This design comes from an exercise in tuning for small area, a short achievable clock period and few clock cycles per item on the open sky130 flow, not from production work. The RTL was checked by simulation tests, not by an equivalence proof against the original design.

## run 1
Design mult_div_unit, start of the top module:
module mult_div_unit #(
  parameter int MUL_LAT = md_pkg::MUL_LAT_DEF
) (
  input  logic        clk,
  input  logic        rst_n,
  input  logic        start,
  input  logic        hilo,
  input  logic        we,
  input  logic [1:0]  op,
  input  logic        madd,
  input  logic [31:0] src_a,
  input  logic [31:0] src_b,
  output logic        busy,
  output logic [31:0] hi,
  output logic [31:0] lo,
  output logic [31:0] rd_data
);
export LEC_CHECK = 0
export ABC_AREA = 1
export CAP_MARGIN = 20
export CORE_MARGIN = 2
export CORE_UTILIZATION = 40
export SETUP_SLACK_MARGIN = 5
export SLEW_MARGIN = 20
create_clock -name core_clock -period 13.0 [get_ports {clk}]
standard.sh (not shown) runs the stock make flow with config.mk's settings and CLKGATE_MAP_FILE= SYNTH_SCRIPT=/design/flow/synth_recipe.tcl, a recipe that flattens the netlist after the stock synthesis.
==> flow/flow/run.sh <==
#!/bin/bash
# The standard layout, with the ports buffered by buf_2 cells instead of the delay
# buffers buffer_ports picks by default.  Everything else is the standard flow.
set -e
export BUFFER_PORTS_ARGS="-buffer_cell sky130_fd_sc_hd__buf_2"
bash standard.sh > standard.log 2>&1
Run 1 has completed all stages; timing, DRC and antenna checks passed.
Testbench counts of run 1, summed over its fixed seeds: cycles 4,322, ops 1,920.
Modified inputs, run 2 compared to run 1
Settings: a change of SETUP_SLACK_MARGIN from 5 to 4.0.
==> flow/flow/run.sh <==
#!/bin/bash
# The standard layout with two changes that leave the design and its registers alone:
# - the ports are buffered by buf_2 cells instead of the delay buffers buffer_ports
#   picks by default;
# - Yosys's synth skips its quick abc pass (-noabc), so that extract_fa sees the adder
#   trees as written instead of re-mapped with arbitrary polarities (fewer inverters
#   between the full adders).  The final ABC mapping is the standard one.
set -e
export BUFFER_PORTS_ARGS="-buffer_cell sky130_fd_sc_hd__buf_2"
export SYNTH_ARGS="-noabc"
bash standard.sh > standard.log 2>&1
Notes after the runs:
- [compare] base=run 1 new=run 2: area of the multi-input gates decreased by 2600 um2 relative to the old numbers, synthesized area decreased by 2.7% relative to the old numbers, post-synthesis cell count decreased by 210 relative to the old numbers, die area decreased by 2.7% relative to the old numbers, count of antenna diodes in the layout decreased by 8 relative to the old numbers.
The inputs of run 3 differ from those of run 2 as listed below.
Settings: SETUP_SLACK_MARGIN: 4.0 -> 5.
Results
No stage failed in run 3, and the final checks on the layout all came back clean.
Changes observed in run 3 relative to run 2: proportion of cell area occupied by multi-input gates now smaller; global-route usage shows an increase of 3.7 points; hold buffer count at CTS essentially unchanged; wire length on met3 saw an increase.
Comparing run 2 and run 3, the higher iteration count of the initial detailed-routing pass is on run 2.
Summary: maximum frequency, run 3 better than run 2
Worst path setup slack after routing in run 3 is 0.66 ns above run 2.
Run 3 vs. run 2: initial standard-cell utilization of the core has remained practically unchanged; routed wire length has increased.
Setup changes, run 3 to run 4
Settings: swapping 5 for 3.5 in SETUP_SLACK_MARGIN.
==> flow/flow/run.sh <==
#!/bin/bash
# The standard layout, with the ports buffered by buf_2 cells instead of the delay
# buffers buffer_ports picks by default.  Everything else is the standard flow.
set -e
export BUFFER_PORTS_ARGS="-buffer_cell sky130_fd_sc_hd__buf_2"
bash standard.sh > standard.log 2>&1
Findings:
Compared run 4 vs run 3, and number of clock buffers in the layout is up in run 4.
Run 4 vs run 3: layout inverter count without the clock tree up in run 4
Comparing run 4 and run 3, non-clock buffer count is higher on run 3.
The inputs of run 5 differ from those of run 4 as listed below.
Settings: putting TNS_END_PERCENT at 30 where nothing was set; swapping 3.5 for 4.5 in SETUP_SLACK_MARGIN.
==> flow/flow/run.sh <==
#!/bin/bash
# The standard layout with two changes that leave the design and its registers alone:
# - the ports are buffered by buf_2 cells instead of the delay buffers buffer_ports
#   picks by default;
# - Yosys's synth skips its quick abc pass (-noabc), so that extract_fa sees the adder
#   trees as written instead of re-mapped with arbitrary polarities (fewer inverters
#   between the full adders).  The final ABC mapping is the standard one.
set -e
export BUFFER_PORTS_ARGS="-buffer_cell sky130_fd_sc_hd__buf_2"
export SYNTH_ARGS="-noabc"
bash standard.sh > standard.log 2>&1
Findings:
- Compared to run 4, run 5 has critical path depth 30% lower.
- Sort run 5 and run 4 by number of different library cells in the post-synthesis netlist, ascending, and run 5 comes first.
- Sort run 5 and run 4 by first-pass GRT wire length, descending, and run 4 comes first.
- NOTE: summed instance area of the synthesized netlist in run 5 falls short of that of run 4
- Run 5 reports a higher worst slack at placement than run 4 does.
- STATUS summed area of non-filler cells in the final layout: run 5 loses against run 4
#### Input delta (run 6 over run 5)
Settings: TNS_END_PERCENT no longer set, was 30.
==> flow/flow/run.sh <==
#!/bin/bash
# The standard layout, with the ports buffered by buf_2 cells instead of the delay
# buffers buffer_ports picks by default.  Everything else is the standard flow.
set -e
export BUFFER_PORTS_ARGS="-buffer_cell sky130_fd_sc_hd__buf_2"
bash standard.sh > standard.log 2>&1
==> results.txt <==
- Run 6 against run 5: number of gates given a new drive strength after cts picked up an extra about 9%; count of clock buffers in the final design lost 5; final area picked up an extra about 4.4%.
- The cell with the largest stage delay on the worst path comes out sky130_fd_sc_hd__fa_2 in one run and sky130_fd_sc_hd__fa_1 in the other, namely in run 6 and run 5 respectively.
- Taking run 5 as 1.0, run 6 lands at 1.06 on total wire length.
- Run 5 → run 6: share of the final layout cell area in multi-input gates lost 1.8 points, final worst-path setup slack lost 0.049 ns, largest net degree at the start of global routing lost 5, number of different library cells in the post-synthesis netlist picked up an extra about 6%.

==> port drivers added, routing unchanged <==
How much do the figures lean on ideal ports? The routed layouts below were timed once more, with nothing changed but the port constraints.
Step 1, drivers: a clkbuf_16 drives clk and a buf_2 each remaining input, both assumed.
Step 2, shift: input delay + t, output delay - t, t = (earliest + latest rising clock arrival at the registers) / 2. This alone moves slack from input paths to output paths.
Slacks: ideal ports / drivers / drivers and shift; pairs: ideal ports / drivers.
run	t (ns)	slack for setup (ns)	worst setup path after step 2	clock arrival spread, ns	cell pins on the clock port's net
run 1	0.581	4.299 / 4.334 / 3.752	input to register	0.021 / 0.021	1
run 2	0.536	4.124 / 4.155 / 3.619	input to register	0.020 / 0.020	1
run 3	0.560	4.788 / 4.800 / 4.240	input to register	0.024 / 0.024	1
run 4	0.570	3.567 / 3.599 / 3.029	input to register	0.024 / 0.024	1
run 5	0.534	4.478 / 4.510 / 3.975	input to register	0.017 / 0.017	1
run 6	0.589	4.429 / 4.462 / 3.873	input to register	0.014 / 0.015	1
After both steps setup and hold are still met in every run listed. The setup slack of run 6, which loses most, moves by +0.033 ns with the drivers and by -0.556 ns with both steps.
